This is an optimization exercise on Yosys and OpenROAD, whose aim is small area, not a production implementation.
Where RTL was checked, it was by simulation tests only, not by an equivalence proof against the original.
No activity file was given, so power comes from the tool's default toggle rates.

lane 1:
// matrix_alu
module matrix_alu (
    input  logic        clk,
    input  logic        reset,
    input  logic        start,
    input  logic [2:0]  op,
    input  logic [15:0] a,
    input  logic [15:0] b,
    input  logic [3:0]  scalar,
    output logic [35:0] result,
    output logic [8:0]  det,
    output logic        singular,
    output logic        done
);
Size in the first run: roughly 36 flip-flops, roughly 89 I/O pins.
Settings: LEC_CHECK=0, CAP_MARGIN=20, CORE_MARGIN=2, CORE_UTILIZATION=40, SLEW_MARGIN=20, SYNTH_HIERARCHICAL=1; clock period 8.0 ns.
standard.sh (not shown) runs the stock make flow with config.mk's settings and CLKGATE_MAP_FILE= SYNTH_SCRIPT=/design/flow/synth_recipe.tcl, a recipe that flattens the netlist after the stock synthesis.
==> flow/flow/run.sh <==
#!/bin/bash
set -euo pipefail
cd "$(dirname "$0")/.."
export BUFFER_PORTS_ARGS="-buffer_cell sky130_fd_sc_hd__buf_1"
export CTS_ARGS="-sink_clustering_enable -repair_clock_nets -buf_list sky130_fd_sc_hd__clkbuf_4 -dont_use_dummy_load"
export GLOBAL_PLACEMENT_ARGS="-keep_resize_below_overflow 0"
bash standard.sh > standard.log 2>&1
--- input diff lane 1..lane 2 ---
--- a/flow/design.v
+++ b/flow/design.v
@@ -105,20 +105,39 @@
 );
     assign y = ~(a ^ b);
 endmodule
 module csa_or (
     input  logic a,
     input  logic b,
     output logic y
 );
     assign y = a | b;
 endmodule
+module ygen (
+    input  logic f,
+    input  logic b,
+    output logic y,
+    output logic yn
+);
+    assign yn = ~(f & b);
+    assign y  = ~yn;
+endmodule
+module ygen_o (
+    input  logic f,
+    input  logic b,
+    input  logic o,
+    output logic y,
+    output logic yn
+);
+    assign yn = ~((f & b) | o);
+    assign y  = ~yn;
+endmodule
 `timescale 1ns/1ps
 module matrix_alu (
     input  logic        clk,
     input  logic        reset,
     input  logic        start,
     input  logic [2:0]  op,
     input  logic [15:0] a,
     input  logic [15:0] b,
     input  logic [3:0]  scalar,
     output logic [35:0] result,
@@ -174,40 +193,42 @@
     logic [3:0] a11, a12, a21, a22, b11, b12, b21, b22;
     assign {a11, a12, a21, a22} = ar;
     assign {b11, b12, b21, b22} = br;
     logic f01, f23, f3, en, cin_d, cin_o, kill;
     assign f01   = (opr[2:1] == 2'b00);
     assign f23   = (opr[2:1] == 2'b01);
     assign f3    = (opr == 3'd3);
     assign en    = ~opr[1];
     assign cin_d = (opr == 3'd1);
     assign cin_o = (opr[1:0] == 2'b01);
-    logic [3:0] y11, y12, y21, y22;
-    assign y11 = ({4{f23}} & b11) | {3'b000, f01};
-    assign y22 = ({4{f23}} & b22) | {3'b000, f01};
-    assign y12 = {4{f3}} & b12;
-    assign y21 = {4{f3}} & b21;
+    logic [3:0] y11, y12, y21, y22, y11_n, y12_n, y21_n, y22_n;
+    ygen_o u_y11_0 (.f(f23), .b(b11[0]), .o(f01), .y(y11[0]), .yn(y11_n[0]));
+    ygen_o u_y22_0 (.f(f23), .b(b22[0]), .o(f01), .y(y22[0]), .yn(y22_n[0]));
+    for (genvar k = 1; k < 4; k++) begin : g_yd
+        ygen u_y11 (.f(f23), .b(b11[k]), .y(y11[k]), .yn(y11_n[k]));
+        ygen u_y22 (.f(f23), .b(b22[k]), .y(y22[k]), .yn(y22_n[k]));
+    end
+    for (genvar k = 0; k < 4; k++) begin : g_yo
+        ygen u_y12 (.f(f3), .b(b12[k]), .y(y12[k]), .yn(y12_n[k]));
+        ygen u_y21 (.f(f3), .b(b21[k]), .y(y21[k]), .yn(y21_n[k]));
+    end
     logic [3:0] v11, v12, v21, v22;
     assign v11 = {4{en}} & (b11 ^ {4{cin_d}});
     assign v12 = {4{en}} & (b12 ^ {4{cin_o}});
     assign v21 = {4{en}} & (b21 ^ {4{cin_o}});
     assign v22 = {4{en}} & (b22 ^ {4{cin_d}});
     logic [8:0] p11, p12, p21, p22;           
     logic [7:0] dv;
     wire [3:0] a11_n = ~a11;
     wire [3:0] a12_n = ~a12;
     wire [3:0] a21_n = ~a21;
     wire [3:0] a22_n = ~a22;
-    wire [3:0] y11_n = ~y11;
-    wire [3:0] y12_n = ~y12;
-    wire [3:0] y21_n = ~y21;
-    wire [3:0] y22_n = ~y22;
     wire pp_a110_y113;
     pp_nor u_pp_a110_y113 (.an(a11_n[0]), .bn(y11_n[3]), .y(pp_a110_y113));
     wire pp_a111_y113;
     pp_nor u_pp_a111_y113 (.an(a11_n[1]), .bn(y11_n[3]), .y(pp_a111_y113));
     wire pp_a112_y113;
     pp_nor u_pp_a112_y113 (.an(a11_n[2]), .bn(y11_n[3]), .y(pp_a112_y113));
     wire pp_a113_y110;
     pp_nor u_pp_a113_y110 (.an(a11_n[3]), .bn(y11_n[0]), .y(pp_a113_y110));
     wire pp_a113_y111;
     pp_nor u_pp_a113_y111 (.an(a11_n[3]), .bn(y11_n[1]), .y(pp_a113_y111));
Findings:
- Cmp lane 2 and lane 1 / cell leakage power / lower: lane 1
- Total iterations of the first detailed-routing run, lane 2 and lane 1: smaller value in lane 2
- Cell count: lane 2 lower than lane 1
- Sort lane 2 and lane 1 by area after synthesis asc -> top: lane 2
- Looking only at total chip power, and setting everything else aside, the higher value of lane 2 and lane 1 goes to lane 1.
- Measured against each other, lane 2 and lane 1 differ in global-route usage, the lower figure coming from lane 1.
- Lane 2 against lane 1: number of nets produced by synthesis decreased about 2%; share of final-layout standard cells stronger than drive strength 1 lost 1.2 points; final-layout fill cell count went down by 10; synthesized cell count down 16.
- On lane 2: number of inverters outside the clock class in the layout is 34% lower than what lane 1 gave.
- Changes observed in lane 2 relative to lane 1: wire length on met2 rose 3.3%, clock share of power fell 0.3 points.
For lane 1, only the layout was checked, not whether the RTL still works.

alpha:
Another version of the RTL of matrix_alu (not shown whole).
Size: about 560 cells after synthesis, roughly 89 I/O pins.
export LEC_CHECK = 0
export CAP_MARGIN = 20
export CORE_MARGIN = 2
export CORE_UTILIZATION = 40
export SLEW_MARGIN = 20
export SYNTH_HIERARCHICAL = 1
create_clock -name core_clock -period 8.0 [get_ports {clk}]
==> flow/flow/run.sh <==
#!/bin/bash
set -euo pipefail
cd "$(dirname "$0")/.."
export BUFFER_PORTS_ARGS="-buffer_cell sky130_fd_sc_hd__buf_1"
export CTS_ARGS="-repair_clock_nets -buf_list sky130_fd_sc_hd__clkbuf_4 -root_buf sky130_fd_sc_hd__clkbuf_4 -dont_use_dummy_load"
export GLOBAL_PLACEMENT_ARGS="-keep_resize_below_overflow 0"
bash standard.sh > standard.log 2>&1
--- input diff alpha..beta ---
diff --git a/flow/design.v b/flow/design.v
--- a/flow/design.v
+++ b/flow/design.v
@@ -78,18 +78,25 @@
     assign y = ~(a | b);
 endmodule
 module sel4 (
     input  logic [3:0] s,
     input  logic [3:0] d,
     output logic       y
 );
     assign y = |(s & d);
 endmodule
+module sel5 (
+    input  logic [4:0] s,
+    input  logic [4:0] d,
+    output logic       y
+);
+    assign y = |(s & d);
+endmodule
 module sel2 (
     input  logic [1:0] s,
     input  logic [1:0] d,
     output logic       y
 );
     assign y = |(s & d);
 endmodule
 module csa_xnor (
     input  logic a,
@@ -195,40 +202,39 @@
     assign sel_s = start & (op == 3'd2);
     assign sel_t = start & (op == 3'd4);
     assign sel_d = start & (op == 3'd5);
     assign sel_b = start & ~((op == 3'd2) | (op == 3'd4) | (op == 3'd5));    
     assign sel_o = sel_b;                                                    
     logic sel_dn;
     assign sel_dn = ~sel_d;
     logic [15:0] br_d;
     for (genvar k = 0; k < 4; k++) begin : g_bin
-        sel4 u_11 (.s({sel_b, sel_s, sel_d, hd}),
-                   .d({b[12 + k], scalar[k], a[k], br[12 + k]}), .y(br_d[12 + k]));
+        sel5 u_11 (.s({sel_b, sel_s, sel_t, sel_d, hd}),
+                   .d({b[12 + k], scalar[k], a[12 + k], a[k], br[12 + k]}), .y(br_d[12 + k]));
         sel4j u_12 (.s({sel_o, sel_t, sel_dn, hd}),
                     .d({b[8 + k], a[4 + k], a[8 + k], br[8 + k]}), .y(br_d[8 + k]));
         sel4j u_21 (.s({sel_o, sel_t, sel_dn, hd}),
                     .d({b[4 + k], a[8 + k], a[4 + k], br[4 + k]}), .y(br_d[4 + k]));
-        sel4 u_22 (.s({sel_b, sel_s, sel_d, hd}),
-                   .d({b[k], scalar[k], a[12 + k], br[k]}), .y(br_d[k]));
+        sel5 u_22 (.s({sel_b, sel_s, sel_t, sel_d, hd}),
+                   .d({b[k], scalar[k], a[k], a[12 + k], br[k]}), .y(br_d[k]));
     end
     always_ff @(posedge clk) begin
         ar <= ar_d;
         br <= br_d;
     end
     logic [3:0] a11, a12, a21, a22, b11, b12, b21, b22;
     assign {a11, a12, a21, a22} = ar;
     assign {b11, b12, b21, b22} = br;
-    logic fa, fi, fn, en, en_d, cin_o, kill;
+    logic fa, fi, fn, en, cin_o, kill;
     assign fa    = (opr[2:1] == 2'b01);                     
     assign fn    = (opr == 3'd1);
     assign fi    = (opr == 3'd0) | (opr[2:1] == 2'b10);     
     assign en    = (opr[2:1] == 2'b00);                     
-    assign en_d  = en | (opr == 3'd4);                      
     assign cin_o = (opr == 3'd5);
     logic [3:0] x11, x12, x21, x22, x11_n, x12_n, x21_n, x22_n;
     logic       fin;
     assign fin = fi | fn;
     xgen_o u_x11_0 (.f(fa), .b(a11[0]), .o(fin), .y(x11[0]));
     xgen_o u_x22_0 (.f(fa), .b(a22[0]), .o(fin), .y(x22[0]));
     for (genvar k = 1; k < 4; k++) begin : g_xd
         xgen_o u_x11 (.f(fa), .b(a11[k]), .o(fn), .y(x11[k]));
         xgen_o u_x22 (.f(fa), .b(a22[k]), .o(fn), .y(x22[k]));
@@ -238,22 +244,22 @@
         xgen_n u_x21 (.f(fa), .b(a21[k]), .yn(x21_n[k]));
     end
     for (genvar k = 0; k < 4; k++) begin : g_xi
         inv_cell u_x11 (.a(x11[k]), .y(x11_n[k]));
         inv_cell u_x12 (.a(x12_n[k]), .y(x12[k]));
         inv_cell u_x21 (.a(x21_n[k]), .y(x21[k]));
         inv_cell u_x22 (.a(x22[k]), .y(x22_n[k]));
     end
     logic [3:0] v11, v12, v21, v22;
-    assign v11 = {4{en_d}} & a11;
+    assign v11 = {4{en}} & a11;
     assign v12 = {4{en}} & a12;
     assign v21 = {4{en}} & a21;
-    assign v22 = {4{en_d}} & a22;
+    assign v22 = {4{en}} & a22;
     logic [8:0] p11, p12, p21, p22;           
     logic [7:0] dv;
     wire [3:0] b11_n = ~b11;
     wire [3:0] b12_n = ~b12;
     wire [3:0] b21_n = ~b21;
     wire [3:0] b22_n = ~b22;
     wire pp_x110_b113;
     pp_nor u_pp_x110_b113 (.an(x11_n[0]), .bn(b11_n[3]), .y(pp_x110_b113));
     wire pp_x111_b113;
Notes after the runs:
- Re number of clock buffers in the layout: no difference whatsoever between alpha and beta.
- For share of cell area taken by multi-input logic gates, beta and alpha come out practically identical.
- beta vs alpha, worst-path cell with the longest stage delay: sky130_fd_sc_hd__nor2_2 vs sky130_fd_sc_hd__nor2_1
- beta and alpha ended up with roughly the same finished layout cell area.
- alpha -> beta: die area increased slightly
- Diff alpha -> beta: met1 capacity usage during global routing has increased, sequential power has remained practically unchanged.

[port drivers added, routing unchanged]
The flow's constraints put no driver on any port. The routed layouts listed below were extracted and timed again, unchanged, in two steps. Step 1, drivers: a clkbuf_16 drives clk and a buf_2 each remaining input, both assumed. Step 2 also shifts input and output timing later by t, the mid clock arrival at the registers, as if the neighbouring blocks saw the same clock. a / b / c = ideal ports / drivers / drivers and shift; a / b = the first two.
| run | t (ns) | setup WS [ns] | hold slack, ns | worst slew at a driven data input, ns |
|---|---|---|---|---|
| lane 1 | 0.357 | 0.511 / 0.487 / 0.844 | 0.580 / 0.580 / 0.580 | 0.04 |
| lane 2 | 0.346 | 0.465 / 0.444 / 0.790 | 0.637 / 0.637 / 0.637 | 0.04 |
| alpha | 0.359 | 0.427 / 0.403 / 0.762 | 0.576 / 0.576 / 0.576 | 0.03 |
| beta | 0.370 | 0.519 / 0.495 / 0.866 | 0.564 / 0.564 / 0.564 | 0.04 |
After both steps every run listed still meets setup and hold.
